This design comes from an exercise in tuning for small area on the open sky130 flow, not from production work. Only simulation tests tie the RTL to the original design; equivalence was not proved.

--- flow/config.mk ---
export PLATFORM = sky130hd
export DESIGN_NAME = ambient_light_brightness_tracker
export DESIGN_NICKNAME = ambient_light_brightness_tracker
export VERILOG_FILES = /design/flow/design.v
export SDC_FILE = /design/flow/constraint.sdc
export NUM_CORES = 4
export LEC_CHECK = 0
export ABC_AREA = 1
export CAP_MARGIN = 20
export CORE_MARGIN = 2
export CORE_UTILIZATION = 40
export CTS_BUF_LIST = sky130_fd_sc_hd__clkbuf_8
export PLACE_DENSITY = 0.6
export SLEW_MARGIN = 20
--- flow/constraint.sdc ---
create_clock -name core_clock -period 7.0 [get_ports {aclk}]
set_input_delay 1.4000 -clock core_clock [delete_from_list [all_inputs] [get_ports {aclk}]]
set_output_delay 1.4000 -clock core_clock [all_outputs]
set_load 0.01 [all_outputs]
--- flow/design.v ---
package alb_pkg;
    localparam int SAMPLE_W   = 10;     
    localparam int LEVEL_W    = 5;      
    localparam int CFG_W      = 4;      
    localparam int CFG_IDX_W  = 2;
    localparam int WINDOW_LEN = 10;
    localparam int SUM_W      = 14;     
endpackage
module alb_window (
    input  logic                          aclk,
    input  logic                          aresetn,
    input  logic                          upd,       
    input  logic [alb_pkg::SAMPLE_W-1:0]  in_sample,
    output logic [alb_pkg::SUM_W-1:0]     sum_m10
);
    localparam int N = alb_pkg::WINDOW_LEN;
    localparam int W = alb_pkg::SUM_W;
    logic [alb_pkg::SAMPLE_W-1:0] ent [N];    
    logic [3:0]                   cnt;        
    logic                         first;
    logic [W-1:0]                 op_b, op_c, csa_s, csa_c, sum_next;
    assign first = (cnt == 4'd0);
    assign op_b = first ? {3'b000, in_sample, 1'b0} : {4'b0000, in_sample};
    assign op_c = first ? {1'b0, in_sample, 3'b000} : ~{4'b0000, ent[N-1]};
    always_comb begin
        logic c;
        csa_s    = sum_m10 ^ op_b ^ op_c;
        csa_c    = {(sum_m10[W-2:0] & op_b[W-2:0]) | (sum_m10[W-2:0] & op_c[W-2:0]) | (op_b[W-2:0] & op_c[W-2:0]), !first};
        c        = 1'b0;
        for (int i = 0; i < W; i++) begin
            sum_next[i] = csa_s[i] ^ csa_c[i] ^ c;
            c           = (csa_s[i] & csa_c[i]) | (csa_s[i] & c) | (csa_c[i] & c);
        end
    end
    always_ff @(posedge aclk) begin
        if (upd) begin
            ent[0] <= in_sample;
            for (int i = 1; i < N - 1; i++) begin
                ent[i] <= ent[i-1];
            end
        end
        if (upd && (first || cnt == 4'(N))) begin
            ent[N-1] <= first ? in_sample : ent[N-2];
        end
    end
    always_ff @(posedge aclk) begin
        if (!aresetn) begin
            cnt     <= '0;
            sum_m10 <= 14'h3ff6;    
        end else if (upd) begin
            if (cnt != 4'(N)) begin
                cnt <= cnt + 4'd1;
            end
            sum_m10 <= sum_next;
        end
    end
endmodule
module alb_scale (
    input  logic                       aclk,
    input  logic                       aresetn,
    input  logic                       in_valid,
    output logic                       in_ready,
    input  logic [alb_pkg::SUM_W-1:0]  sum_m10,
    output logic                       out_valid,
    input  logic                       out_ready,
    input  logic [alb_pkg::CFG_W-1:0]  min_level,
    input  logic [alb_pkg::CFG_W-1:0]  max_level,
    output logic [alb_pkg::CFG_W-1:0]  target
);
    function automatic [4:0] div10_step(input [4:0] v);
        case (v)
            5'd10:   div10_step = {1'b1, 4'd0};
            5'd11:   div10_step = {1'b1, 4'd1};
            5'd12:   div10_step = {1'b1, 4'd2};
            5'd13:   div10_step = {1'b1, 4'd3};
            5'd14:   div10_step = {1'b1, 4'd4};
            5'd15:   div10_step = {1'b1, 4'd5};
            5'd16:   div10_step = {1'b1, 4'd6};
            5'd17:   div10_step = {1'b1, 4'd7};
            5'd18:   div10_step = {1'b1, 4'd8};
            5'd19:   div10_step = {1'b1, 4'd9};
            default: div10_step = {1'b0, v[3:0]};
        endcase
    endfunction
    function automatic [13:0] add14(input [13:0] a, input [13:0] b, input cin);
        logic c;
        c = cin;
        for (int i = 0; i < 14; i++) begin
            add14[i] = a[i] ^ b[i] ^ c;
            c        = (a[i] & b[i]) | (a[i] & c) | (b[i] & c);
        end
    endfunction
    logic        va_reg, vp_reg, adv;
    logic [9:0]  a, a_reg;
    logic [3:0]  d;
    logic        crossed;
    logic [13:0] p;
    logic [3:0]  p_hi_reg, p_lo_reg;
    logic        p_ones_reg;
    logic        c;
    assign adv      = !vp_reg || out_ready;
    assign in_ready = adv;
    always_comb begin
        logic [3:0] r;
        logic [4:0] o;
        r = sum_m10[13:10];
        for (int i = 9; i >= 0; i--) begin
            o    = div10_step({r, sum_m10[i]});
            a[i] = o[4];
            r    = o[3:0];
        end
    end
    always_comb begin
        logic b;
        b = 1'b0;
        for (int i = 0; i < 4; i++) begin
            d[i] = max_level[i] ^ min_level[i] ^ b;
            b    = (!max_level[i] & min_level[i]) | (!(max_level[i] ^ min_level[i]) & b);
        end
        crossed = b;
    end
    always_comb begin
        logic [13:0] acc;
        acc = d[0] ? 14'(a_reg) << 1 : 14'(a_reg);
        acc = add14(acc, d[1] ? 14'(a_reg) << 1 : 14'd0, 1'b0);
        acc = add14(acc, d[2] ? 14'(a_reg) << 2 : 14'd0, 1'b0);
        acc = add14(acc, d[3] ? 14'(a_reg) << 3 : 14'd0, 1'b0);
        p   = acc;
    end
    always_comb begin
        logic cc;
        cc = 1'b1;
        for (int i = 0; i < 4; i++) begin
            cc = (p_lo_reg[i] & p_hi_reg[i]) | (p_lo_reg[i] & cc) | (p_hi_reg[i] & cc);
        end
        c = cc & p_ones_reg;
    end
    always_comb begin
        logic cc;
        cc = !c;
        for (int i = 0; i < 4; i++) begin
            target[i] = max_level[i] ^ !p_hi_reg[i] ^ cc;
            cc        = (max_level[i] & !p_hi_reg[i]) | (max_level[i] & cc) | (!p_hi_reg[i] & cc);
        end
    end
    always_ff @(posedge aclk) begin
        if (!aresetn) begin
            va_reg <= 1'b0;
            vp_reg <= 1'b0;
        end else begin
            if (adv) begin
                va_reg <= in_valid;
                vp_reg <= va_reg;
            end
        end
    end
    always_ff @(posedge aclk) begin
        if (adv) begin
            a_reg <= crossed ? 10'h3ff : a;
        end
        if (adv) begin
            p_hi_reg   <= p[13:10];
            p_lo_reg   <= p[3:0];
            p_ones_reg <= &p[9:4];
        end
    end
    assign out_valid = vp_reg;
endmodule
module alb_level (
    input  logic [alb_pkg::CFG_W-1:0]  target,
    input  logic [alb_pkg::CFG_W-1:0]  level,
    output logic [alb_pkg::CFG_W-1:0]  level_next,
    output logic                       moved
);
    logic below;    
    always_comb begin
        logic b;
        b = 1'b0;
        for (int i = 0; i < 4; i++) begin
            b = (!target[i] & level[i]) | (!(target[i] ^ level[i]) & b);
        end
        below = b;
        moved = (target != level);
    end
    always_comb begin
        logic c;
        c = 1'b0;
        for (int i = 0; i < 4; i++) begin
            level_next[i] = level[i] ^ (i == 0 ? moved : below) ^ c;
            c             = (level[i] & (i == 0 ? moved : below)) | (level[i] & c) | ((i == 0 ? moved : below) & c);
        end
    end
endmodule
module ambient_light_brightness_tracker (
    input  logic                  aclk,
    input  logic                  aresetn,
    input  logic                  cfg_wr_en,
    input  logic [alb_pkg::CFG_IDX_W-1:0]  cfg_index,
    input  logic [alb_pkg::CFG_W-1:0]      cfg_wdata,
    input  logic                  s_valid,
    output logic                  s_ready,
    input  logic [alb_pkg::SAMPLE_W-1:0]   s_light_sample,
    output logic                  m_valid,
    input  logic                  m_ready,
    output logic signed [alb_pkg::LEVEL_W-1:0] m_level,
    output logic                  m_level_written,
    output logic signed [alb_pkg::LEVEL_W-1:0] m_target_level
);
    logic                        auto_enable;
    logic [alb_pkg::CFG_W-1:0]   manual_level, min_level, max_level;
    logic                        v1, r1, r2, upd;
    logic [alb_pkg::SUM_W-1:0]   sum_m10;
    logic [alb_pkg::CFG_W-1:0]   target, level_reg, level_next;
    logic                        moved;
    always_ff @(posedge aclk) begin
        if (!aresetn) begin
            auto_enable  <= 1'b1;
            manual_level <= 4'd8;
            min_level    <= 4'd0;
            max_level    <= 4'd15;
        end else if (cfg_wr_en) begin
            case (cfg_index)
                2'd0: auto_enable  <= cfg_wdata[0];
                2'd1: manual_level <= cfg_wdata;
                2'd2: min_level    <= cfg_wdata;
                2'd3: max_level    <= cfg_wdata;
                default: ;
            endcase
        end
    end
    assign r1      = r2;
    assign s_ready = r1;
    assign upd     = s_valid && r1 && auto_enable;
    alb_window u_window (
        .aclk      (aclk),
        .aresetn   (aresetn),
        .upd       (upd),
        .in_sample (s_light_sample),
        .sum_m10   (sum_m10)
    );
    alb_scale u_scale (
        .aclk      (aclk),
        .aresetn   (aresetn),
        .in_valid  (v1),
        .in_ready  (r2),
        .sum_m10   (sum_m10),
        .out_valid (m_valid),
        .out_ready (m_ready),
        .min_level (min_level),
        .max_level (max_level),
        .target    (target)
    );
    alb_level u_level (
        .target     (target),
        .level      (level_reg),
        .level_next (level_next),
        .moved      (moved)
    );
    always_ff @(posedge aclk) begin
        if (!aresetn) begin
            v1        <= 1'b0;
            level_reg <= '0;
        end else begin
            if (r1) begin
                v1 <= s_valid;
            end
            if (m_valid && m_ready && auto_enable) begin
                level_reg <= level_next;
            end
        end
    end
    assign m_level         = auto_enable ? {1'b0, level_next} : {1'b0, manual_level};
    assign m_level_written = auto_enable ? moved : 1'b1;
    assign m_target_level  = auto_enable ? {1'b0, target} : 5'd0;
endmodule
--- flow/flow/run.sh ---
#!/bin/bash
# Standard layout, with three changes: ABC maps for area only (flow/abc_area.script
# replaces ORFS's abc_area.script in a copy of the ORFS scripts), the port
# buffers are the smallest buffer, and clock tree synthesis adds no dummy loads.
# Every tool's output goes to a log here.
set -euo pipefail
rm -rf scr
cp -r "$FLOW_HOME/scripts" scr
cp flow/abc_area.script scr/abc_area.script
bash standard.sh SCRIPTS_DIR="$PWD/scr" BUFFER_PORTS_ARGS="-buffer_cell sky130_fd_sc_hd__buf_1" \
    CTS_ARGS="-sink_clustering_enable -repair_clock_nets -buf_list sky130_fd_sc_hd__clkbuf_8 -dont_use_dummy_load" \
    > make_finish.log 2>&1
--- flow/flow/abc_area.script ---
strash
dch
map -a -B 0.9
mfs2
strash
dch
map -a -B 0.9
mfs2
strash
dch
map -a -B 0.9
topo
--- flow/standard.sh ---
#!/bin/bash
# synth_recipe.tcl (not shown) runs the flow's synth.tcl, then flattens the netlist and writes it again
# the make line also repeats each setting of config.mk as NAME=value (left out here)
make -C /OpenROAD-flow-scripts/flow DESIGN_CONFIG=/design/flow/config.mk WORK_HOME=/design/flow/orfs CLKGATE_MAP_FILE= SYNTH_SCRIPT=/design/flow/synth_recipe.tcl "${@:-finish}"
==> summary.txt, run 1 <==
Global Route Usage Sum -> 14.2%
Detailed Route WL -> 13400 um
Fraction of the cycle the final worst path needs -> 97.7%
Placeable Area -> 18800 sq um
Sequential cell area fraction in the yosys report -> 56.3%
Clock latency reported for the late side of the worst-skew pair -> 0.46 ns
Detailed-routing iteration count for the pre-antenna-repair pass -> 6
Classification of the worst-slack hold path -> flip-flop to flip-flop
Post-synthesis compound-gate area fraction -> 7.95%
Simple-gate share of the synthesized area -> 11.4%
WL per Instance -> 13.6 um
Uppermost signal routing layer after detailed routing -> met4
Number of standard cells after synthesis -> 687
Asr flop ratio synth -> 0%
Clock edge transition at the registers on the reported setup and hold paths -> 0.10 ns
Cell with the most instances after synthesis -> edfxtp_1
Post-detail-place hpwl -> 9890 um
Root buffer cell -> clkbuf_8
Post-synthesis share of cell area spent on xor and xnor gates -> 1.14%
Cell Rows -> 50
Area occupied by multi-input gates -> 3060 sq um
Vias in the first global route -> 4912
Port Buffers -> 31
Number of DRC violations after detailed routing -> 0
CTS max path bufs -> 2
Die width -> 143 um
Reg2Reg Capture Point -> u_scale.p_hi_reg[2]$_DFFE_PN_
Total die area -> 20400 sq um
Prevailing post-synth register cell -> edfxtp_1
Pin count of the biggest net entering global routing -> 73
Kind of start point of the critical path -> flip-flop
Count of cells along the worst register-to-register path -> 22
Number of violations of the max-capacitance limit -> 0
Count of nets left with antenna violations after detail routing -> 0
Antenna violations before repair -> 0
Number of setup violations in the final report -> 0
Run status -> no timing/DRC/antenna violations
Fraction of layout instances using a drive strength above 1 -> 10.0%
Count of flip-flops with a built-in enable after synthesis -> 119
Combinational family with the most area after synthesis -> adder cells
Min-Delay Startpoint -> u_window.ent[5][5]$_DFFE_PP_
Cell type contributing the most total cell area after synthesis -> edfxtp_1
Startpoint of the worst-slack reg-to-reg timing path -> max_level[0]$_SDFFE_PN1P_
Final-layout fill cell count -> 1750
Area after DPL -> 8220 sq um
Flip-flop and latch count after synthesis -> 157
Post-route standard cell area excluding fillers -> 8560 sq um
Worst EP required -> 7.19 ns
Area taken by flip-flops and latches -> 4340 sq um
Arithmetic-cell share of the synthesized area counting full adders, half adders and majority gates -> 17.9%
Final count of hold timing violations -> 0
Top-level port count -> 34
Deepest level of the CTS H-tree -> 4
Number of flip-flops under the largest register name -> 100
Slew of the pin with the lowest slew margin -> 0.813 ns
Distinct cells, synth -> 28
Clock sink total -> 157
Min Hold Slack -> 0.403 ns
Chip height -> 143 um
Max frequency -> 0.146 GHz
DR WL met2 -> 6560 um
Routed met1 length -> 6220 um
Placer Congestion -> 0.815
Setup repair after global routing missed its margin -> true
Total congestion overflow after global routing -> 0
Final Max Tran Viols -> 0
Number of DRC markers in iteration 0 -> 244
Cell types occupying the most area after synthesis -> edfxtp_1 (46%), fa_1 (15%), dfxtp_1 (9.9%), nor2_1 (5.7%), clkinv_1 (5.1%)
TritonCTS clock tree -> yes
Proportion of netlist area held by the largest area contributor -> 46.4%
ANT cells -> 0
CP endpoint kind -> flip-flop
Arrival time of the worst setup path -> 7.03 ns
Synthesis-to-layout area growth -> 11.1%
Relative max-transition margin -> 45.8%
Synth warnings -> 5
Starting density of the core -> 41.0%
Multiplexer share of the synthesized area -> 0%
Total clock buffers created by CTS -> 17
Hold depth -> 0
Category of the most critical setup path -> flip-flop to flip-flop
Clock Skews -> 0.0345 ns
Vias per Instance -> 4.90
Final period demand of the worst path -> 6.84 ns
Synthesized area divided by synthesized cell count -> 11.2 sq um
Detail Route met3 WL -> 345 um
Most used standard cells in the synthesized netlist -> edfxtp_1 (119), nor2_1 (116), clkinv_1 (104), nand2_1 (76), fa_1 (58)
Post-Syn Area -> 7700 sq um
Via count -> 4808
Maximum fanout along the worst path -> 2
Global-route wire length before repair -> 22500 um
Nets -> 843
Worst reg2reg setup slack -> 0.16 ns
Worst Hold Path EP -> u_window.ent[6][5]$_DFFE_PP_
==> logic make-up after synthesis <==
| group | count (synthesis) |
|---|---|
| adders and majority gates | 76 |
| other | 1 |
| DFF | 157 |
| buffers and inverters | 106 |
| xor gates and xnor gates | 10 |
| and+or+nand+nor | 221 |
| AOI/OAI and AO/OA | 116 |
==> per-layer routing <==
metal / track usage (%) / up-vias
li1: - / 2389
met1: 18.0 / 2345
met2: 23.8 / 55
met3: 2.82 / 19
met4: 5.99 / 0
met5: 0 / -
==> final cells by class <==
type                    instances  share of cell area (%)
multi-input cells             425                    35.8
flip-flops and latches        157                    50.7
repair buffers                 44                    2.75
well taps                     234                    3.42
inverters                     104                    4.66
clock buffers                  17                    2.73
==> metrics by stage <==
stage          setup WS (ns)  util [%]  TNS, ns  std cells
2_1_floorplan         0.0316         -        0        688
3_3_place_gp          -0.220      43.8   -0.438        962
3_5_place_dp          -0.315      43.8   -0.706        962
4_1_cts              0.00933      45.2        0        980
5_1_grt              -0.0605      45.6  -0.0866        981
6_report               0.158      45.6        0        981
==> worst max-delay path, stage by stage (launching register included) <==
cell      delay [ns]
dfxtp_2         0.34
clkinv_2        0.05
ha_2            0.16
fa_2            0.55
buf_4           0.12
clkinv_1        0.09
nand2_2         0.09
fa_2            0.19
clkinv_1        0.08
fa_2            0.35
fa_2            0.35
fa_2            0.34
fa_2            0.35
fa_2            0.36
fa_2            0.37
fa_1            0.51
fa_2            0.41
fa_1            0.53
clkinv_2        0.06
fa_2            0.35
fa_2            0.39
fa_1            0.49
clkinv_1        0.05
==> worst max-delay path by stage <==
stage / end / slack [ns] / from / cells after the start
after global routing: u_scale.p_hi_reg[2]$_DFFE_PN_ / -0.06 / max_level[0]$_SDFFE_PN1P_ / 24
final: u_scale.p_hi_reg[2]$_DFFE_PN_ / 0.16 / max_level[0]$_SDFFE_PN1P_ / 22
after floorplan: u_scale.p_hi_reg[2]$_DFFE_PN_ / 0.03 / max_level[0]$_SDFFE_PN1P_ / 22
after CTS: u_scale.p_hi_reg[2]$_DFFE_PN_ / 0.009 / max_level[1]$_SDFFE_PN1P_ / 23
after global placement: u_window.sum_m10[12]$_SDFFE_PN1P_ / -0.22 / s_light_sample[0] / 21
after detailed placement: u_window.sum_m10[13]$_SDFFE_PN1P_ / -0.31 / s_light_sample[0] / 24
==> cells in the final DEF, fill, tap and decap left out, types with 2 or more instances in the layout <==
cell / count
o22ai_1: 3
clkinv_2: 5
conb_1: 2
ha_2: 2
nor3_1: 4
maj3_1: 3
xor2_1: 3
buf_4: 12
nor2_1: 113
nand4_1: 2
nor2_2: 2
o21ai_0: 53
clkbuf_8: 17
nand3_1: 17
nand2_1: 75
o21ai_1: 2
xor2_2: 2
a21oi_1: 46
o21bai_1: 3
clkinv_1: 97
buf_1: 30
fa_2: 18
dfxtp_1: 37
fa_1: 40
a21oi_2: 2
edfxtp_1: 119
xnor2_1: 5
ha_1: 13
or2_2: 3
==> timing repair <==
action / 4_1_cts / 5_1_grt
setup buffers: 1 / 0
gates resized for setup: 13 / 16
pin swaps: 12 / 3
hold buffers: 0 / 0
cloned: 0 / 0
endpoints found under the setup margin: 1 / 8
==> inputs of run 2 (changes only) <==
==> flow/flow/abc_area.script (replaced) <==
strash
dch
map -a -B 0.9
mfs2
strash
dch
map -a -B 0.9
topo
--- a/flow/config.mk
+++ b/flow/config.mk
@@ -10,3 +10,3 @@
 export CORE_MARGIN = 2
-export CORE_UTILIZATION = 40
+export CORE_UTILIZATION = 45
 export CTS_BUF_LIST = sky130_fd_sc_hd__clkbuf_8
==> run 2 against run 1 <==
  * First-iteration DRC count rose by 4.5%
  * Sequential share of layout area rose by 0.46 points
  * Utilization up 5.4 points
  * Global-route usage grew 1.7 points
  * Synthesized cell count fell by 1.6%
  * Routed wire length shrank 2.5%
  * Cell count shrank 2.9%
  * Via count fell by 1.2%
==> summary.txt, run 2 <==
Area taken by flip-flops and latches -> 4340 sq um
Kind of start point of the critical path -> flip-flop
Classification of the worst-slack hold path -> flip-flop to flip-flop
Synthesis-to-layout area growth -> 10.5%
Placeable Area -> 16600 sq um
Global Route Usage Sum -> 15.9%
Maximum fanout along the worst path -> 2
Buffers and inverters on the worst path -> 8
Largest stage delay on the critical path -> 0.52 ns
Category of the most critical setup path -> flip-flop to flip-flop
Cell Rows -> 47
Final sum of negative setup slack -> 0 ns
Cell types occupying the most area after synthesis -> edfxtp_1 (47%), fa_1 (15%), dfxtp_1 (9.9%), clkinv_1 (5.4%), nor2_1 (4.7%)
Synthesized area divided by synthesized cell count -> 11.4 sq um
Gr busiest metal -> met2
Clock sink total -> 157
Hold depth -> 0
Count of nets left with antenna violations after detail routing -> 0
Dpl ws -> -0.318 ns
Port Buffers -> 31
Worst EP required -> 7.18 ns
Distinct cells, synth -> 29
Startpoint of the worst-slack reg-to-reg timing path -> max_level[0]$_SDFFE_PN1P_
Count of cells along the worst register-to-register path -> 24
CP endpoint kind -> flip-flop
Nets -> 829
Die width -> 135 um
Pin count of the biggest net entering global routing -> 83
Deepest level of the CTS H-tree -> 4
Worst Slack Setup Final -> 0.0932 ns
Run status -> no timing/DRC/antenna violations
Proportion of netlist area held by the largest area contributor -> 46.6%
Flip-flop and latch count after synthesis -> 157
Clock latency reported for the late side of the worst-skew pair -> 0.44 ns
Max frequency -> 0.145 GHz
Post-Syn Area -> 7670 sq um
Prevailing post-synth register cell -> edfxtp_1
Number of DRC markers in iteration 0 -> 255
Detailed Route WL -> 13000 um
Number of setup violations in the final report -> 0
Post-detail-place hpwl -> 9560 um
Most common cell after layout, fill and taps aside -> edfxtp_1
Most used standard cells in the synthesized netlist -> edfxtp_1 (119), clkinv_1 (111), nor2_1 (97), nand2_1 (63), o21ai_0 (62)
Number of DRC violations after detailed routing -> 0
Fraction of the cycle the final worst path needs -> 98.7%
Worst reg2reg setup slack -> 0.09 ns
Vias in the first global route -> 4837
Area after DPL -> 8160 sq um
Worst path cell trace -> inv_2 -> ha_4 -> fa_2 -> buf_4 -> clkinv_1 -> nand2_2 -> fa_2 -> inv_2 -> fa_2 -> inv_2 -> fa_2 -> inv_2 -> fa_2 -> fa_2 -> fa_2 -> fa_2 -> fa_2 -> fa_2 -> fa_1 -> inv_2 -> fa_2 -> fa_2 -> fa_1 -> inv_2
Number of flip-flops under the largest register name -> 100
Number of violations of the max-capacitance limit -> 0
Clock Skews -> 0.0239 ns
Arrival time of the worst setup path -> 7.08 ns
Global-route met2 utilization -> 26.1%
Total congestion overflow after global routing -> 0
WL per Instance -> 13.7 um
Standard cell with the maximum stage delay on the critical path -> fa_1
CTS max path bufs -> 2
Root buffer cell -> clkbuf_8
Min-Delay Startpoint -> u_window.ent[1][1]$_DFFE_PP_
Final count of hold timing violations -> 0
Synth warnings -> 5
Clock edge transition at the registers on the reported setup and hold paths -> 0.08 ns
Via count -> 4748
Asr flop ratio synth -> 0%
Area occupied by multi-input gates -> 3020 sq um
Slew of the pin with the lowest slew margin -> 1.02 ns
Post-route standard cell area excluding fillers -> 8480 sq um
Vias per Instance -> 4.98
Count of flip-flops with a built-in enable after synthesis -> 119
Most Frequent Cell on Critical Path -> fa_2
Final period demand of the worst path -> 6.91 ns
Cell type group with the largest total delay on the critical path -> adder cells
Total clock buffers created by CTS -> 17
Cell with the most instances after synthesis -> edfxtp_1
Detailed-routing iteration count for the pre-antenna-repair pass -> 4
Cell type contributing the most total cell area after synthesis -> edfxtp_1
Worst Hold Path EP -> u_window.ent[2][1]$_DFFE_PP_
Sequential cell area fraction in the yosys report -> 56.5%
Antenna violations before repair -> 0
Number of standard cells after synthesis -> 676
TritonCTS clock tree -> yes
ANT cells -> 0
Reg2Reg Capture Point -> u_scale.p_hi_reg[2]$_DFFE_PN_
Chip height -> 135 um
Setup repair after global routing missed its margin -> true
Global routing met1 resource utilization -> 20.9%
Commonest non-fill, non-tap cells in the layout -> edfxtp_1 (119), clkinv_1 (103), nor2_1 (92), nand2_1 (62), o21ai_0 (60)
Top-level port count -> 34
Placer Congestion -> 0.861
Total die area -> 18100 sq um
Global-route wire length before repair -> 22500 um
Min Hold Slack -> 0.396 ns
Final Max Tran Viols -> 0
Final-layout fill cell count -> 1498
Met3 routing resource usage after global routing -> 4.13%
Starting density of the core -> 46.1%
Fraction of layout instances using a drive strength above 1 -> 10.5%
Relative max-transition margin -> 31.9%
## run 2: layout make-up
type | instances | area share, %
Sequential cell | 157 | 51.1
Multi-Input combinational cell | 407 | 35.6
Inverter | 111 | 4.94
Tap cell | 220 | 3.25
Clock buffer | 17 | 2.76
Timing Repair Buffer | 41 | 2.29
## run 2: cells by family (layout without fill, tap and decap cells)
group / Yosys count / in the layout / share of synthesized area, %
buffers and inverters: 113 / 169 / 5.62
AOI/OAI and AO/OA: 131 / 131 / 8.97
adders and majority gates: 76 / 76 / 18.0
DFF: 157 / 157 / 56.5
and+or+nand+nor: 189 / 189 / 9.90
other: 1 / 2 / 0.0489
xor gates and xnor gates: 9 / 9 / 1.03
## run 2: timing repair
action	4_1_cts	5_1_grt
hold buffers	0	0
buffers inserted	0	1
gates resized for setup	2	35
pin swaps	2	16
endpoints found under the setup margin	1	8
## run 2: worst max path at each step
| stage | startpoint | to | slack (ns) | depth (start not counted) |
|---|---|---|---|---|
| final | max_level[0]$_SDFFE_PN1P_ | u_scale.p_hi_reg[2]$_DFFE_PN_ | 0.09 | 24 |
| after global placement | s_light_sample[0] | u_window.sum_m10[13]$_SDFFE_PN1P_ | -0.23 | 24 |
| after global routing | max_level[0]$_SDFFE_PN1P_ | u_scale.p_hi_reg[2]$_DFFE_PN_ | -0.11 | 24 |
| after CTS | max_level[0]$_SDFFE_PN1P_ | u_scale.p_hi_reg[2]$_DFFE_PN_ | 0.01 | 24 |
| after floorplan | max_level[0]$_SDFFE_PN1P_ | u_scale.p_hi_reg[2]$_DFFE_PN_ | 0.03 | 22 |
| after detailed placement | s_light_sample[0] | u_window.sum_m10[13]$_SDFFE_PN1P_ | -0.32 | 24 |
## run 2: metal layers
| layer | up-vias | share of wire (%) | routed length (um) |
|---|---|---|---|
| li1 | 2367 | - | - |
| met3 | 13 | 3.4 | 447 |
| met1 | 2295 | 47 | 6110 |
| met5 | - | 0 | 0 |
| met4 | 0 | 1.4 | 180 |
| met2 | 73 | 48 | 6320 |
## run 2: stage by stage
| stage | cells | util, % |
|---|---|---|
| after detailed placement | 935 | 49.0 |
| after CTS | 952 | 50.5 |
| after global routing | 953 | 51.0 |
| final | 953 | 51.0 |
| after global placement | 935 | 49.0 |
| after floorplan | 677 | - |
==> inputs of run 3 (changes only) <==
--- a/flow/config.mk
+++ b/flow/config.mk
@@ -10,3 +10,3 @@
 export CORE_MARGIN = 2
-export CORE_UTILIZATION = 45
+export CORE_UTILIZATION = 35
 export CTS_BUF_LIST = sky130_fd_sc_hd__clkbuf_8
==> run 3 against run 2 <==
  * Still clean
  * Largest cell class unchanged
  * Worst setup slack gained 0.15 ns
  * Critical path type unchanged
  * Fmax grew 2.2%
==> summary.txt, run 3 <==
Synth warnings -> 5
Cell types occupying the most area after synthesis -> edfxtp_1 (47%), fa_1 (15%), dfxtp_1 (9.9%), clkinv_1 (5.4%), nor2_1 (4.7%)
Clock latency reported for the late side of the worst-skew pair -> 0.45 ns
Number of setup violations in the final report -> 0
Reg2Reg Capture Point -> u_scale.p_hi_reg[2]$_DFFE_PN_
Post-detail-place hpwl -> 9460 um
Vias in the first global route -> 4879
Cell type group with the largest total delay on the critical path -> adder cells
Number of DRC markers in iteration 0 -> 267
Arrival time of the worst setup path -> 6.94 ns
Most used standard cells in the synthesized netlist -> edfxtp_1 (119), clkinv_1 (111), nor2_1 (97), nand2_1 (63), o21ai_0 (62)
Cell with the most instances after synthesis -> edfxtp_1
Placer Congestion -> 0.771
Post-layout instance count excluding filler cells -> 1018
Placeable Area -> 21700 sq um
Kind of start point of the critical path -> flip-flop
Max frequency -> 0.148 GHz
Top-level port count -> 34
Setup repair after global routing missed its margin -> true
Deepest level of the CTS H-tree -> 4
TritonCTS clock tree -> yes
Prevailing post-synth register cell -> edfxtp_1
Standard cell with the maximum stage delay on the critical path -> fa_2
Final count of hold timing violations -> 0
Most Frequent Cell on Critical Path -> fa_2
Asr flop ratio synth -> 0%
Slew of the pin with the lowest slew margin -> 1.03 ns
Worst reg2reg setup slack -> 0.24 ns
Synthesis-to-layout area growth -> 11.7%
ANT cells -> 0
CP endpoint kind -> flip-flop
Global-route wire length before repair -> 22900 um
Flip-flop and latch count after synthesis -> 157
Chip height -> 152 um
Count of cells along the worst register-to-register path -> 22
Pin count of the biggest net entering global routing -> 75
Worst path cell trace -> clkinv_1 -> ha_2 -> fa_2 -> nor2_1 -> ha_1 -> clkinv_1 -> fa_2 -> clkinv_1 -> fa_2 -> fa_2 -> fa_2 -> fa_2 -> fa_2 -> fa_2 -> fa_1 -> fa_2 -> fa_2 -> clkinv_1 -> fa_2 -> fa_2 -> fa_1 -> clkinv_1
Most common cell after layout, fill and taps aside -> edfxtp_1
Clock Skews -> 0.0297 ns
Fraction of the cycle the final worst path needs -> 96.6%
Category of the most critical setup path -> flip-flop to flip-flop
Detailed Route WL -> 12900 um
Hold buffer count at CTS -> 0
Worst EP required -> 7.18 ns
Total congestion overflow after global routing -> 0
Area taken by flip-flops and latches -> 4340 sq um
Via count -> 4769
Min-Delay Startpoint -> u_window.ent[7][5]$_DFFE_PP_
Proportion of netlist area held by the largest area contributor -> 46.6%
Worst Hold Path EP -> u_window.ent[8][5]$_DFFE_PP_
Buffers and inverters on the worst path -> 5
Startpoint of the worst-slack reg-to-reg timing path -> max_level[0]$_SDFFE_PN1P_
Nets -> 834
Final sum of negative setup slack -> 0 ns
Synthesized area divided by synthesized cell count -> 11.4 sq um
Antenna violations before repair -> 0
Number of violations of the max-capacitance limit -> 0
Starting density of the core -> 35.4%
Clock edge transition at the registers on the reported setup and hold paths -> 0.09 ns
Post-Place Cells -> 1000
Clock sink total -> 157
Number of DRC violations after detailed routing -> 0
Global Route Usage Sum -> 12.1%
CTS max path bufs -> 2
Distinct cells, synth -> 29
Cell Rows -> 54
Hold depth -> 0
Classification of the worst-slack hold path -> flip-flop to flip-flop
Cell type contributing the most total cell area after synthesis -> edfxtp_1
Vias per Instance -> 4.68
Count of nets left with antenna violations after detail routing -> 0
Final-layout fill cell count -> 2091
Detailed-routing iteration count for the pre-antenna-repair pass -> 4
Min Hold Slack -> 0.407 ns
Share of the core filled with cells -> 39.5%
Post-Syn Area -> 7670 sq um
Final Max Tran Viols -> 0
Final period demand of the worst path -> 6.76 ns
Run status -> no timing/DRC/antenna violations
Count of flip-flops with a built-in enable after synthesis -> 119
Largest stage delay on the critical path -> 0.57 ns
WL per Instance -> 12.6 um
Fraction of layout instances using a drive strength above 1 -> 9.21%
Die width -> 152 um
Number of standard cells after synthesis -> 676
Relative max-transition margin -> 30.9%
Port Buffers -> 31
Total die area -> 23100 sq um
Total clock buffers created by CTS -> 17
Area occupied by multi-input gates -> 3000 sq um
Commonest non-fill, non-tap cells in the layout -> edfxtp_1 (119), clkinv_1 (110), nor2_1 (95), nand2_1 (63), o21ai_0 (60)
Sequential cell area fraction in the yosys report -> 56.5%
Maximum fanout along the worst path -> 3
Root buffer cell -> clkbuf_8
Number of flip-flops under the largest register name -> 100
run 3: cells by family (layout without fill, tap and decap cells):
| group | Yosys count | in the layout | share of synthesized area, % |
|---|---|---|---|
| other | 1 | 2 | 0.0489 |
| flip-flops | 157 | 157 | 56.5 |
| XOR/XNOR | 9 | 9 | 1.03 |
| AO/OA/AOI/OAI | 131 | 131 | 8.97 |
| adder cells (fa/ha/maj) | 76 | 76 | 18.0 |
| AND/OR/NAND/NOR | 189 | 189 | 9.90 |
| buffers and inverters | 113 | 174 | 5.62 |
run 3: how the worst max path moves through the flow:
stage / start / to / cells after the start / slack [ns]
6_report: max_level[0]$_SDFFE_PN1P_ / u_scale.p_hi_reg[2]$_DFFE_PN_ / 22 / 0.24
5_1_grt: max_level[0]$_SDFFE_PN1P_ / u_scale.p_hi_reg[2]$_DFFE_PN_ / 24 / -0.03
4_1_cts: max_level[0]$_SDFFE_PN1P_ / u_scale.p_hi_reg[2]$_DFFE_PN_ / 22 / 0.03
3_5_place_dp: s_light_sample[0] / u_window.sum_m10[13]$_SDFFE_PN1P_ / 24 / -0.27
3_3_place_gp: s_light_sample[0] / u_window.sum_m10[13]$_SDFFE_PN1P_ / 24 / -0.22
2_1_floorplan: max_level[0]$_SDFFE_PN1P_ / u_scale.p_hi_reg[2]$_DFFE_PN_ / 22 / 0.03
run 3: area by class of cell:
class | count | area share [%]
clock buffers | 17 | 2.73
inverters | 111 | 4.89
multi-input cells | 407 | 35.0
flip-flops and latches | 157 | 50.6
well taps | 280 | 4.09
repair buffers | 46 | 2.70
run 3: timing repair:
action,CTS,global route
setup buffers,0,1
setup endpoints to repair,1,5
gates resized for setup,2,18
pin swaps,1,8
run 3: per-stage QoR:
step,worst slack (ns),area [sq um]
floorplan,0.0316,7710
global placement,-0.222,8270
detailed placement,-0.271,8270
CTS,0.0320,8510
global route,-0.0332,8570
finish,0.241,8570
run 3: layer usage:
layer / up-vias / part of all wire [%] / global-route usage, %
met5: - / 0 / 0
met4: 0 / 0.86 / 3.12
met3: 8 / 3.5 / 3.59
met2: 73 / 47 / 19.2
met1: 2312 / 49 / 16.5
li1: 2376 / - / -
run 3: worst register-to-register path, cell delays in order (launching register included):
cell and delay [ns]:
dfxtp_2 0.34, clkinv_1 0.08, ha_2 0.19, fa_2 0.57
nor2_1 0.05, ha_1 0.17, clkinv_1 0.05, fa_2 0.17
clkinv_1 0.07, fa_2 0.34, fa_2 0.34, fa_2 0.34
fa_2 0.34, fa_2 0.35, fa_2 0.35, fa_1 0.48
fa_2 0.41, fa_2 0.57, clkinv_1 0.07, fa_2 0.35
fa_2 0.34, fa_1 0.49, clkinv_1 0.05
==> inputs of run 4 (changes only) <==
--- a/flow/config.mk
+++ b/flow/config.mk
@@ -10,5 +10,5 @@
 export CORE_MARGIN = 2
-export CORE_UTILIZATION = 35
+export CORE_UTILIZATION = 40
 export CTS_BUF_LIST = sky130_fd_sc_hd__clkbuf_8
-export PLACE_DENSITY = 0.6
+export PLACE_DENSITY = 0.65
 export SLEW_MARGIN = 20
==> run 4 against run 3 <==
  * Still clean on timing, DRC and antenna
  * Global-route usage is 1.7 points higher
  * Register-to-register slack worse by 0.05 ns
  * Utilization is 5.6 points higher
  * Critical path type unchanged
  * Critical endpoint unchanged
  * Largest cell class unchanged
==> summary.txt, run 4 <==
Slew of the pin with the lowest slew margin -> 1.01 ns
Number of standard cells after synthesis -> 676
Cell types occupying the most area after synthesis -> edfxtp_1 (47%), fa_1 (15%), dfxtp_1 (9.9%), clkinv_1 (5.4%), nor2_1 (4.7%)
Distinct cells, synth -> 29
Final count of hold timing violations -> 0
Top-level port count -> 34
Total clock buffers created by CTS -> 17
Sequential cell area fraction in the yosys report -> 56.5%
Global routing met1 resource utilization -> 18.1%
WL per Instance -> 13.0 um
Area taken by flip-flops and latches -> 4340 sq um
Synthesized area divided by synthesized cell count -> 11.4 sq um
Count of nets left with antenna violations after detail routing -> 0
Placeable Area -> 18800 sq um
Global-route met2 utilization -> 22.3%
Asr flop ratio synth -> 0%
Number of DRC violations after detailed routing -> 0
CP endpoint kind -> flip-flop
Deepest level of the CTS H-tree -> 4
Gr busiest metal -> met2
Root buffer cell -> clkbuf_8
Maximum fanout along the worst path -> 3
Number of flip-flops under the largest register name -> 100
Worst EP required -> 7.20 ns
Number of setup violations in the final report -> 0
Fraction of layout instances using a drive strength above 1 -> 8.29%
Pin count of the biggest net entering global routing -> 76
Commonest non-fill, non-tap cells in the layout -> edfxtp_1 (119), clkinv_1 (108), nor2_1 (95), nand2_1 (63), o21ai_0 (61)
TritonCTS clock tree -> yes
Port Buffers -> 31
Detailed-routing iteration count for the pre-antenna-repair pass -> 5
Post-layout instance count excluding filler cells -> 970
Fraction of the cycle the final worst path needs -> 97.3%
Chip height -> 143 um
Number of DRC markers in iteration 0 -> 225
Clock Skews -> 0.0343 ns
Final Max Tran Viols -> 0
CTS max path bufs -> 2
Final period demand of the worst path -> 6.81 ns
Vias per Instance -> 4.84
Starting density of the core -> 40.9%
Kind of start point of the critical path -> flip-flop
Total congestion overflow after global routing -> 0
Clock latency reported for the late side of the worst-skew pair -> 0.46 ns
Most used standard cells in the synthesized netlist -> edfxtp_1 (119), clkinv_1 (111), nor2_1 (97), nand2_1 (63), o21ai_0 (62)
Placer Congestion -> 0.766
Area occupied by multi-input gates -> 2980 sq um
Category of the most critical setup path -> flip-flop to flip-flop
Antenna violations before repair -> 0
Final-layout fill cell count -> 1755
Post-Syn Area -> 7670 sq um
Flip-flop and latch count after synthesis -> 157
Post-Place Cells -> 953
Clock edge transition at the registers on the reported setup and hold paths -> 0.08 ns
Cell with the most instances after synthesis -> edfxtp_1
Prevailing post-synth register cell -> edfxtp_1
Detailed Route WL -> 12700 um
Classification of the worst-slack hold path -> flip-flop to flip-flop
Relative max-transition margin -> 32.3%
Via count -> 4698
Setup repair after global routing missed its margin -> true
Synthesis-to-layout area growth -> 10.4%
Nets -> 832
Global Route Usage Sum -> 13.8%
Total die area -> 20300 sq um
Vias in the first global route -> 4655
Post-detail-place hpwl -> 9180 um
Hold buffer count at CTS -> 0
Clock sink total -> 157
Die width -> 143 um
Proportion of netlist area held by the largest area contributor -> 46.6%
Met3 routing resource usage after global routing -> 3.43%
ANT cells -> 0
Number of violations of the max-capacitance limit -> 0
Synth warnings -> 5
Cell Rows -> 50
Post-CTS Setup Bufs -> 0
Most common cell after layout, fill and taps aside -> edfxtp_1
Arrival time of the worst setup path -> 7.01 ns
Global-route wire length before repair -> 21800 um
Cell type contributing the most total cell area after synthesis -> edfxtp_1
Count of flip-flops with a built-in enable after synthesis -> 119
Max frequency -> 0.147 GHz
Run status -> no timing/DRC/antenna violations
-- run 4: cell types whose count changed in the layout (fill, tap and decap cells not counted), sizes merged --
cell	delta
inv	+1
clkinv	-1
clkbuf	-2
-- run 4: kinds of logic after synthesis --
family	synth area share [%]
AO/OA/AOI/OAI	8.97
XOR/XNOR	1.03
adder cells (fa/ha/maj)	18.0
buffers and inverters	5.62
flip-flops	56.5
other	0.0489
AND/OR/NAND/NOR	9.90
-- run 4: path summary, 6_finish.rpt --
check,start,endpoint,slack [ns],cells past startpoint
setup / recovery,max_level[0]$_SDFFE_PN1P_,u_scale.p_hi_reg[2]$_DFFE_PN_,0.19,22
hold / removal,u_window.ent[6][3]$_DFFE_PP_,u_window.ent[7][3]$_DFFE_PP_,0.41,0
setup reg to reg,max_level[0]$_SDFFE_PN1P_,u_scale.p_hi_reg[2]$_DFFE_PN_,0.19,22
hold reg to reg,u_window.ent[6][3]$_DFFE_PP_,u_window.ent[7][3]$_DFFE_PP_,0.41,0
-- run 4: area by class of cell --
cell class,count,share of cell area [%]
well taps,234,3.45
clock buffers,17,2.76
flip-flops and latches,157,51.2
inverters,111,4.93
repair buffers,44,2.52
multi-input cells,407,35.2
-- run 4: repair_timing --
action	in CTS	in global routing
setup endpoints to repair	1	8
pin swaps	1	1
gates resized for setup	2	11
-- run 4: per-stage QoR --
step | utilization [%] | hold WS, ns | setup slack (ns) | area, sq um | setup TNS, ns
after floorplan | - | 0.400 | 0.0316 | 7710 | 0
after detailed placement | 43.7 | 0.405 | -0.283 | 8210 | -0.619
after CTS | 45.0 | 0.410 | 0.0348 | 8450 | 0
after global placement | 43.7 | 0.401 | -0.200 | 8210 | -0.391
after global routing | 45.2 | 0.415 | -0.0648 | 8480 | -0.0648
final | 45.2 | 0.410 | 0.190 | 8480 | 0
-- run 4: routing by layer --
| metal | part of all wire (%) | up-vias | wire [um] |
|---|---|---|---|
| li1 | - | 2370 | - |
| met1 | 49 | 2248 | 6200 |
| met2 | 46 | 66 | 5860 |
| met3 | 3.2 | 14 | 407 |
| met4 | 1.5 | 0 | 191 |
| met5 | 0 | - | 0 |
-- run 4: worst max-delay path, stage by stage (launching register included) --
cell	delay, ns
dfxtp_2	0.33
inv_2	0.04
ha_1	0.18
fa_2	0.56
nor2_1	0.05
ha_1	0.17
clkinv_1	0.05
fa_1	0.15
clkinv_1	0.07
fa_2	0.34
fa_2	0.34
fa_2	0.35
fa_2	0.35
fa_2	0.35
fa_1	0.49
fa_2	0.42
fa_2	0.40
fa_1	0.54
clkinv_1	0.09
fa_2	0.41
fa_2	0.34
fa_1	0.49
clkinv_1	0.05
==> inputs of run 5 (changes only) <==
--- a/flow/config.mk
+++ b/flow/config.mk
@@ -12,3 +12,3 @@
 export CTS_BUF_LIST = sky130_fd_sc_hd__clkbuf_8
-export PLACE_DENSITY = 0.65
+export PLACE_DENSITY = 0.55
 export SLEW_MARGIN = 20
==> run 5 against run 4 <==
  * Utilization is 0.093 points higher
  * Global-route usage is 0.25 points higher
  * First-iteration DRC count is 7.6% lower
  * Die area stayed put
  * Cell count is 0.10% lower
  * Flip-flop and latch count stayed put
  * Register-to-register slack worse by 0.03 ns
  * Cell area is 0.21% higher
  * Non-clock buffer count is 1 lower
  * Clock skew is 0.0033 ns lower
  * Still clean
  * Highest routed layer unchanged
==> summary.txt, run 5 <==
Detailed Route WL -> 13100 um
Cell type contributing the most total cell area after synthesis -> edfxtp_1
Buffers and inverters on the worst path -> 7
WL per Instance -> 13.6 um
Fraction of the cycle the final worst path needs -> 97.7%
Cell type group with the largest total delay on the critical path -> adder cells
Asr flop ratio synth -> 0%
Vias per Instance -> 4.95
Cell with the most instances after synthesis -> edfxtp_1
Worst path cell trace -> inv_2 -> ha_4 -> fa_2 -> nor2_2 -> ha_2 -> inv_2 -> fa_2 -> inv_2 -> fa_2 -> clkinv_2 -> fa_2 -> clkinv_2 -> fa_2 -> fa_2 -> fa_2 -> fa_2 -> fa_2 -> fa_2 -> fa_2 -> inv_4 -> fa_2 -> fa_2 -> fa_1 -> inv_2
Post-Syn Area -> 7670 sq um
Detailed-routing iteration count for the pre-antenna-repair pass -> 5
Hold buffer count at CTS -> 0
Post-Place Cells -> 951
Total die area -> 20300 sq um
Worst reg2reg setup slack -> 0.16 ns
Standard cell with the maximum stage delay on the critical path -> fa_2
Most used standard cells in the synthesized netlist -> edfxtp_1 (119), clkinv_1 (111), nor2_1 (97), nand2_1 (63), o21ai_0 (62)
Vias in the first global route -> 4899
Count of flip-flops with a built-in enable after synthesis -> 119
Final period demand of the worst path -> 6.84 ns
Final Max Tran Viols -> 0
CP endpoint kind -> flip-flop
Prevailing post-synth register cell -> edfxtp_1
Count of cells along the worst register-to-register path -> 24
Largest stage delay on the critical path -> 0.60 ns
Arrival time of the worst setup path -> 7.04 ns
Classification of the worst-slack hold path -> flip-flop to flip-flop
Number of DRC markers in iteration 0 -> 208
Synth warnings -> 5
Number of violations of the max-capacitance limit -> 0
Number of flip-flops under the largest register name -> 100
Worst Hold Path EP -> u_window.ent[2][2]$_DFFE_PP_
Global-route wire length before repair -> 22500 um
Clock Skews -> 0.0310 ns
Pin count of the biggest net entering global routing -> 73
Setup repair after global routing missed its margin -> true
Clock sink total -> 157
DR WL met2 -> 6410 um
Post-detail-place hpwl -> 9650 um
Synthesized area divided by synthesized cell count -> 11.4 sq um
Clock latency reported for the late side of the worst-skew pair -> 0.45 ns
Top-level port count -> 34
Placeable Area -> 18800 sq um
Proportion of netlist area held by the largest area contributor -> 46.6%
Via count -> 4799
Distinct cells, synth -> 29
Most common cell after layout, fill and taps aside -> edfxtp_1
Synthesis-to-layout area growth -> 10.7%
Cell Rows -> 50
Number of standard cells after synthesis -> 676
Placer Congestion -> 0.795
Count of nets left with antenna violations after detail routing -> 0
Total clock buffers created by CTS -> 17
Sequential cell area fraction in the yosys report -> 56.5%
Kind of start point of the critical path -> flip-flop
Final count of hold timing violations -> 0
Total congestion overflow after global routing -> 0
Routed met1 length -> 6150 um
Commonest non-fill, non-tap cells in the layout -> edfxtp_1 (119), clkinv_1 (102), nor2_1 (94), nand2_1 (62), o21ai_0 (59)
TritonCTS clock tree -> yes
Starting density of the core -> 40.9%
Maximum fanout along the worst path -> 2
Flip-flop and latch count after synthesis -> 157
Global Route Usage Sum -> 14.1%
Reg2Reg Capture Point -> u_scale.p_hi_reg[2]$_DFFE_PN_
Cell types occupying the most area after synthesis -> edfxtp_1 (47%), fa_1 (15%), dfxtp_1 (9.9%), clkinv_1 (5.4%), nor2_1 (4.7%)
Run status -> no timing/DRC/antenna violations
Root buffer cell -> clkbuf_8
Slew of the pin with the lowest slew margin -> 1.04 ns
Category of the most critical setup path -> flip-flop to flip-flop
ANT cells -> 0
CTS max path bufs -> 2
Max frequency -> 0.146 GHz
Worst EP required -> 7.20 ns
Chip height -> 143 um
Clock edge transition at the registers on the reported setup and hold paths -> 0.08 ns
Fraction of layout instances using a drive strength above 1 -> 9.80%
Number of setup violations in the final report -> 0
Deepest level of the CTS H-tree -> 4
Startpoint of the worst-slack reg-to-reg timing path -> max_level[0]$_SDFFE_PN1P_
Relative max-transition margin -> 30.3%
Post-layout instance count excluding filler cells -> 969
Hold depth -> 0
Min-Delay Startpoint -> u_window.ent[1][2]$_DFFE_PP_
Most Frequent Cell on Critical Path -> fa_2
Number of DRC violations after detailed routing -> 0
Beginning of the critical path -> max_level[0]$_SDFFE_PN1P_
Die width -> 143 um
Antenna violations before repair -> 0
Uppermost signal routing layer after detailed routing -> met4
Nets -> 831
Detail Route met3 WL -> 440 um
Port Buffers -> 31
## run 5: cell counts after synthesis
Identical to the previous run, type by type.
## run 5: what timing repair did
action | in CTS | in global routing
endpoints found under the setup margin | 1 | 7
gates resized for setup | 10 | 21
pin swaps | 12 | 15
setup buffers | 1 | 0
endpoints found under the hold margin | 0 | 0
## run 5: layer usage
layer / track usage, % / up-vias
met4: 4.38 / 0
li1: - / 2361
met1: 18.0 / 2355
met5: 0 / -
met3: 3.13 / 8
met2: 23.9 / 75
## run 5: worst max path at each step
| stage | end | slack [ns] | depth (start not counted) |
|---|---|---|---|
| 4_1_cts | u_scale.p_hi_reg[2]$_DFFE_PN_ | 0.02 | 24 |
| 2_1_floorplan | u_scale.p_hi_reg[2]$_DFFE_PN_ | 0.03 | 22 |
| 6_report | u_scale.p_hi_reg[2]$_DFFE_PN_ | 0.16 | 24 |
| 5_1_grt | u_scale.a_reg[0]$_SDFFCE_PP1N_ | -0.02 | 40 |
| 3_3_place_gp | u_window.sum_m10[12]$_SDFFE_PN1P_ | -0.23 | 21 |
| 3_5_place_dp | u_window.sum_m10[12]$_SDFFE_PN1P_ | -0.35 | 21 |
## run 5: per-stage QoR
stage | setup TNS (ns) | instance area (sq um) | util [%] | worst slack [ns] | hold slack (ns)
floorplan | 0 | 7710 | - | 0.0316 | 0.400
global placement | -0.456 | 8190 | 43.6 | -0.228 | 0.402
detailed placement | -0.764 | 8190 | 43.6 | -0.347 | 0.405
CTS | 0 | 8450 | 45.0 | 0.0237 | 0.416
global route | -0.0276 | 8490 | 45.3 | -0.0160 | 0.421
finish | 0 | 8490 | 45.3 | 0.164 | 0.413
## run 5: cells by family after synthesis
kind of cell,count (synthesis),share of synthesized area (%)
flip-flops,157,56.5
AND/OR/NAND/NOR,189,9.90
AO/OA/AOI/OAI,131,8.97
XOR/XNOR,9,1.03
adder cells (fa/ha/maj),76,18.0
buffers and inverters,113,5.62
other,1,0.0489
## run 5: layout make-up
type / count / area [sq um]
fill: 1750 / 10300
multi-input combinational: 407 / 3000
tap: 234 / 293
clock buffer: 17 / 234
inverter: 111 / 424
timing repair buffer: 43 / 208
sequential: 157 / 4340
## run 5: worst register-to-register path: cells and delay by family (launching register included)
| family | cells | cell delay, ns |
|---|---|---|
| flip-flops | 1 | 0.34 |
| AND/OR/NAND/NOR | 1 | 0.13 |
| adder cells (fa/ha/maj) | 16 | 5.82 |
| buffers and inverters | 7 | 0.34 |
==> inputs of run 6 (changes only) <==
--- a/flow/config.mk
+++ b/flow/config.mk
@@ -12,3 +12,3 @@
 export CTS_BUF_LIST = sky130_fd_sc_hd__clkbuf_8
-export PLACE_DENSITY = 0.55
+export PLACE_DENSITY = 0.6
 export SLEW_MARGIN = 20
==> run 6 against run 5 <==
  * Worst setup slack improved by 0.066 ns
  * Flip-flop and latch count unchanged
  * Routed wire length increased by 0.51%
  * First-iteration DRC count increased by 34%
  * Via count increased by 1.5%
==> summary.txt, run 6 <==
Hold buffer count at CTS -> 0
TritonCTS clock tree -> yes
Classification of the worst-slack hold path -> flip-flop to flip-flop
Synth warnings -> 5
Post-detail-place hpwl -> 9600 um
Met3 routing resource usage after global routing -> 3.47%
Gr busiest metal -> met2
Most common cell after layout, fill and taps aside -> edfxtp_1
Placer Congestion -> 0.808
Clock edge transition at the registers on the reported setup and hold paths -> 0.09 ns
Vias in the first global route -> 4942
Deepest level of the CTS H-tree -> 4
Maximum fanout along the worst path -> 3
Count of flip-flops with a built-in enable after synthesis -> 119
Final Max Tran Viols -> 0
Final count of hold timing violations -> 0
Clock sink total -> 157
Total clock buffers created by CTS -> 17
Final period demand of the worst path -> 6.77 ns
Category of the most critical setup path -> flip-flop to flip-flop
Relative max-transition margin -> 33.0%
Cell with the most instances after synthesis -> edfxtp_1
Number of standard cells after synthesis -> 676
Clock latency reported for the late side of the worst-skew pair -> 0.45 ns
Post-route standard cell area excluding fillers -> 8480 sq um
Clock Skews -> 0.0282 ns
Via count -> 4870
Asr flop ratio synth -> 0%
WL per Instance -> 13.7 um
ANT cells -> 0
Worst EP required -> 7.20 ns
Global routing met1 resource utilization -> 18.0%
Port Buffers -> 31
Post-Syn Area -> 7670 sq um
Run status -> no timing/DRC/antenna violations
Number of violations of the max-capacitance limit -> 0
Top-level port count -> 34
Slew of the pin with the lowest slew margin -> 1.00 ns
Pin count of the biggest net entering global routing -> 71
Cell types occupying the most area after synthesis -> edfxtp_1 (47%), fa_1 (15%), dfxtp_1 (9.9%), clkinv_1 (5.4%), nor2_1 (4.7%)
CP endpoint kind -> flip-flop
Detailed Route WL -> 13200 um
Total die area -> 20300 sq um
Distinct cells, synth -> 29
Global-route wire length before repair -> 22600 um
Sequential cell area fraction in the yosys report -> 56.5%
Worst reg2reg setup slack -> 0.23 ns
Antenna violations before repair -> 0
Placeable Area -> 18800 sq um
Synthesized area divided by synthesized cell count -> 11.4 sq um
Vias per Instance -> 5.04
Total congestion overflow after global routing -> 0
Fraction of layout instances using a drive strength above 1 -> 9.00%
Cell Rows -> 50
Prevailing post-synth register cell -> edfxtp_1
Number of flip-flops under the largest register name -> 100
Final sum of negative setup slack -> 0 ns
Nets -> 829
Chip height -> 143 um
Number of DRC markers in iteration 0 -> 279
Root buffer cell -> clkbuf_8
Area after DPL -> 8180 sq um
Fraction of the cycle the final worst path needs -> 96.7%
Cell type contributing the most total cell area after synthesis -> edfxtp_1
Max frequency -> 0.148 GHz
Global Route Usage Sum -> 14.2%
Flip-flop and latch count after synthesis -> 157
Proportion of netlist area held by the largest area contributor -> 46.6%
Arrival time of the worst setup path -> 6.97 ns
CTS max path bufs -> 2
Number of DRC violations after detailed routing -> 0
Global-route met2 utilization -> 23.7%
Synthesis-to-layout area growth -> 10.4%
Kind of start point of the critical path -> flip-flop
Post-CTS Setup Bufs -> 0
Most used standard cells in the synthesized netlist -> edfxtp_1 (119), clkinv_1 (111), nor2_1 (97), nand2_1 (63), o21ai_0 (62)
Count of nets left with antenna violations after detail routing -> 0
Die width -> 143 um
Detailed-routing iteration count for the pre-antenna-repair pass -> 4
Number of setup violations in the final report -> 0
Commonest non-fill, non-tap cells in the layout -> edfxtp_1 (119), clkinv_1 (105), nor2_1 (94), nand2_1 (63), o21ai_0 (60)
Starting density of the core -> 40.9%
run 6: cell counts after synthesis:
No cell type changed its count.
run 6: layout make-up:
cell class | count | area (sq um)
Tap cell | 234 | 293
Timing Repair Buffer | 41 | 193
Multi-Input combinational cell | 407 | 3000
Fill cell | 1761 | 10300
Clock buffer | 17 | 234
Inverter | 111 | 418
Sequential cell | 157 | 4340
run 6: layer usage:
metal | up-vias | routed length (um)
met1 | 2404 | 6070
met2 | 82 | 6530
met4 | 0 | 166
met5 | - | 0
li1 | 2367 | -
met3 | 17 | 433
run 6: timing repair:
action	CTS	global route
gates resized for setup	1	23
setup endpoints to repair	1	8
pin swaps	3	5
run 6: worst max-delay path: stages (launching register included):
cell	delay [ns]
dfxtp_2	0.34
inv_2	0.05
ha_4	0.15
fa_2	0.48
nor2_2	0.13
ha_2	0.20
clkinv_1	0.07
fa_1	0.36
clkinv_1	0.06
fa_1	0.41
inv_2	0.07
fa_1	0.18
inv_2	0.05
fa_2	0.33
fa_2	0.34
fa_2	0.34
fa_2	0.35
fa_2	0.41
fa_2	0.37
fa_1	0.52
inv_2	0.05
fa_2	0.38
fa_2	0.34
fa_1	0.49
clkinv_1	0.05
run 6: worst paths after layout:
| kind | startpoint | cells past startpoint | end |
|---|---|---|---|
| hold reg to reg | u_window.ent[2][7]$_DFFE_PP_ | 0 | u_window.ent[3][7]$_DFFE_PP_ |
| setup reg to reg | max_level[0]$_SDFFE_PN1P_ | 24 | u_scale.p_hi_reg[2]$_DFFE_PN_ |
| setup / recovery | max_level[0]$_SDFFE_PN1P_ | 24 | u_scale.p_hi_reg[2]$_DFFE_PN_ |
| hold / removal | u_window.ent[2][7]$_DFFE_PP_ | 0 | u_window.ent[3][7]$_DFFE_PP_ |
run 6: metrics by stage:
stage	hold WS (ns)	cells	worst slack [ns]	utilization, %
after floorplan	0.400	677	0.0316	-
after global placement	0.404	950	-0.208	43.6
after detailed placement	0.405	950	-0.313	43.6
after CTS	0.396	967	0.00382	44.9
after global routing	0.404	967	-0.0128	45.2
final	0.399	967	0.230	45.2
run 6: kinds of logic (layout without fill, tap and decap cells):
kind of cell | count (synthesis) | count (layout) | share of synthesized area (%)
adders and majority gates | 76 | 76 | 18.0
AOI/OAI and AO/OA | 131 | 131 | 8.97
DFF | 157 | 157 | 56.5
and+or+nand+nor | 189 | 189 | 9.90
xor gates and xnor gates | 9 | 9 | 1.03
buffers and inverters | 113 | 169 | 5.62
other | 1 | 2 | 0.0489
==> inputs of run 7 (changes only) <==
--- a/flow/flow/run.sh
+++ b/flow/flow/run.sh
@@ -9,3 +9,3 @@
 cp flow/abc_area.script scr/abc_area.script
-bash standard.sh SCRIPTS_DIR="$PWD/scr" BUFFER_PORTS_ARGS="-buffer_cell sky130_fd_sc_hd__buf_1" \
+bash standard.sh SCRIPTS_DIR="$PWD/scr" BUFFER_PORTS_ARGS="-buffer_cell sky130_fd_sc_hd__buf_1" RECOVER_POWER=100 \
     CTS_ARGS="-sink_clustering_enable -repair_clock_nets -buf_list sky130_fd_sc_hd__clkbuf_8 -dont_use_dummy_load" \
==> flow/flow/abc_area.script (replaced) <==
strash
dch
map -a -B 0.9
strash
dch
map -a -B 0.9
topo
==> run 7 against run 6 <==
  * Now fails the layout checks on capacitance limit, slew limit
  * Global-route usage decreased by 0.088 points
  * Count of clock-buffer cells in the layout unchanged
  * Fmax decreased by 0.85%
  * Via count decreased by 0.72%
  * Worst hold slack got worse by 0.0091 ns
  * Synthesized area increased by 0.60%
  * First-iteration DRC count decreased by 3.9%
==> summary.txt, run 7 <==
Run status -> finished with violations
Layout check fault list -> capacitance limit, slew limit
Fraction of the cycle the final worst path needs -> 97.5%
Number of setup violations in the final report -> 0
Synthesized area divided by synthesized cell count -> 11.2 sq um
Deepest level of the CTS H-tree -> 4
Cell types occupying the most area after synthesis -> edfxtp_1 (46%), fa_1 (15%), dfxtp_1 (9.9%), clkinv_1 (5.3%), nor2_1 (4.9%)
WL per Instance -> 13.1 um
Flip-flop and latch count after synthesis -> 157
Via count -> 4835
Synthesis-to-layout area growth -> 10.9%
Maximum fanout along the worst path -> 2
Clock sink total -> 157
Classification of the worst-slack hold path -> flip-flop to flip-flop
Total die area -> 20400 sq um
Final count of hold timing violations -> 0
Prevailing post-synth register cell -> edfxtp_1
Cell with the most instances after synthesis -> edfxtp_1
Chip height -> 143 um
Final Max Tran Viols -> 59
Placeable Area -> 18800 sq um
Count of flip-flops with a built-in enable after synthesis -> 119
Clock Skews -> 0.0352 ns
Arrival time of the worst setup path -> 7.03 ns
Most used standard cells in the synthesized netlist -> edfxtp_1 (119), clkinv_1 (109), nor2_1 (101), nand2_1 (82), o21ai_0 (62)
Number of flip-flops under the largest register name -> 100
Proportion of netlist area held by the largest area contributor -> 46.3%
CTS max path bufs -> 2
Number of violations of the max-capacitance limit -> 1
Most common cell after layout, fill and taps aside -> edfxtp_1
Top-level port count -> 34
Vias in the first global route -> 4976
Detailed Route WL -> 13300 um
Final period demand of the worst path -> 6.83 ns
Placer Congestion -> 0.791
Count of nets left with antenna violations after detail routing -> 0
Root buffer cell -> clkbuf_8
Cell type contributing the most total cell area after synthesis -> edfxtp_1
Asr flop ratio synth -> 0%
Nets -> 847
Cell Rows -> 50
Kind of start point of the critical path -> flip-flop
Port Buffers -> 31
Starting density of the core -> 41.0%
Die width -> 143 um
Relative max-transition margin -> -82.6%
Pin count of the biggest net entering global routing -> 59
Share of the core filled with cells -> 45.5%
Detailed-routing iteration count for the pre-antenna-repair pass -> 5
Global Route Usage Sum -> 14.1%
ANT cells -> 0
Vias per Instance -> 4.78
Number of DRC violations after detailed routing -> 0
Hold buffer count at CTS -> 0
Category of the most critical setup path -> flip-flop to flip-flop
CP endpoint kind -> flip-flop
Sequential cell area fraction in the yosys report -> 56.1%
Distinct cells, synth -> 28
Worst EP required -> 7.20 ns
Synth warnings -> 5
Number of standard cells after synthesis -> 691
Antenna violations before repair -> 0
Clock edge transition at the registers on the reported setup and hold paths -> 0.10 ns
Global-route wire length before repair -> 22400 um
Number of DRC markers in iteration 0 -> 268
Fraction of layout instances using a drive strength above 1 -> 9.45%
TritonCTS clock tree -> yes
Max frequency -> 0.146 GHz
Commonest non-fill, non-tap cells in the layout -> edfxtp_1 (119), clkinv_1 (103), nor2_1 (99), nand2_1 (81), o21ai_0 (58)
Slew of the pin with the lowest slew margin -> 2.74 ns
Clock latency reported for the late side of the worst-skew pair -> 0.46 ns
Post-detail-place hpwl -> 9760 um
Total congestion overflow after global routing -> 0
Total clock buffers created by CTS -> 17
Post-Place Cells -> 991
Post-layout instance count excluding filler cells -> 1011
Post-Syn Area -> 7720 sq um
==> run 7: worst paths after layout <==
| kind | startpoint | to | slack (ns) | depth (start not counted) |
|---|---|---|---|---|
| hold reg to reg | u_window.ent[5][5]$_DFFE_PP_ | u_window.ent[6][5]$_DFFE_PP_ | 0.39 | 0 |
| setup reg to reg | max_level[0]$_SDFFE_PN1P_ | u_scale.p_hi_reg[2]$_DFFE_PN_ | 0.17 | 22 |
| hold / removal | u_window.ent[5][5]$_DFFE_PP_ | u_window.ent[6][5]$_DFFE_PP_ | 0.39 | 0 |
| setup / recovery | max_level[0]$_SDFFE_PN1P_ | u_scale.p_hi_reg[2]$_DFFE_PN_ | 0.17 | 22 |
==> run 7: logic make-up (layout without fill, tap and decap cells) <==
group	count (synthesis)	after routing	synth area share, %
AOI/OAI and AO/OA	127	127	8.73
xor gates and xnor gates	7	7	0.794
adders and majority gates	76	76	17.9
buffers and inverters	111	170	5.49
DFF	157	157	56.1
other	1	2	0.0486
and+or+nand+nor	212	212	10.9
==> run 7: repair_timing <==
item / in CTS / in global routing
resized for setup: 4 / 24
buffers inserted: 1 / 2
setup endpoints to repair: 1 / 7
gates cloned: 0 / 0
pin swaps: 3 / 5
==> run 7: stage by stage <==
step	cell area, sq um	setup WS (ns)	setup TNS (ns)	hold WS, ns
4_1_cts	8510	0.0192	0	0.388
3_5_place_dp	8260	-0.288	-0.722	0.405
6_report	8560	0.172	0	0.390
3_3_place_gp	8260	-0.209	-0.415	0.403
5_1_grt	8560	-0.0143	-0.0143	0.392
2_1_floorplan	7760	0.0316	0	0.400
==> run 7: area by class of cell <==
cell class | instances | area, sq um
inverter | 109 | 410
multi-input combinational | 424 | 3050
tap | 260 | 325
sequential | 157 | 4340
timing repair buffer | 44 | 213
clock buffer | 17 | 234
fill | 1767 | 10300
==> run 7: routing by layer <==
layer	track usage (%)	wire length [um]	vias to the layer above
li1	-	-	2412
met1	17.2	6040	2342
met2	24.2	6650	69
met3	2.88	429	12
met4	6.10	145	0
met5	0	0	-
==> run 7: worst max-delay path, stage by stage, from the launching register on <==
cell,delay (ns)
dfxtp_2,0.34
clkinv_1,0.07
ha_2,0.17
fa_2,0.54
nor2_1,0.06
ha_2,0.18
inv_2,0.06
fa_2,0.18
clkinv_1,0.08
fa_2,0.34
fa_2,0.34
fa_2,0.34
fa_2,0.35
fa_2,0.44
fa_2,0.41
fa_2,0.41
fa_2,0.39
fa_2,0.58
inv_2,0.04
fa_2,0.38
fa_2,0.35
fa_1,0.49
clkinv_1,0.06

[port drivers added, routing unchanged]
The flow's constraints put no driver on any port. The routed layouts listed below were extracted and timed again, unchanged, in two steps. Step 1: set_driving_cell puts a clkbuf_16 on aclk and a buf_2 on each other input, an assumption about the parent block. Step 2 times the ports against the registers' clock, not the clock port: input delays grow and output delays shrink by t, the midpoint of the rising clock arrivals with the driver on. Slacks: no drivers / after step 1 / after step 2; pairs: no drivers / after step 1.
run | t, ns | slack for setup (ns) | hold slack, ns | latest minus earliest clock arrival (ns) | pins driven straight from the clock port
run 1 | 0.478 | 0.158 / 0.158 / -0.194 | 0.403 / 0.403 / 0.403 | 0.040 / 0.040 | 1
run 2 | 0.460 | 0.093 / 0.093 / -0.157 | 0.396 / 0.396 / 0.396 | 0.025 / 0.024 | 1
run 3 | 0.472 | 0.241 / 0.241 / -0.176 | 0.407 / 0.407 / 0.407 | 0.036 / 0.037 | 1
run 4 | 0.480 | 0.190 / 0.190 / -0.215 | 0.410 / 0.410 / 0.410 | 0.041 / 0.041 | 1
run 5 | 0.469 | 0.164 / 0.164 / -0.226 | 0.413 / 0.413 / 0.413 | 0.036 / 0.036 | 1
run 6 | 0.468 | 0.230 / 0.230 / -0.165 | 0.399 / 0.399 / 0.399 | 0.039 / 0.039 | 1
run 7 | 0.476 | 0.172 / 0.172 / -0.194 | 0.390 / 0.390 / 0.390 | 0.044 / 0.044 | 1
The setup slack of run 3, which loses most, moves by 0.000 ns with the drivers and by -0.417 ns with both steps.
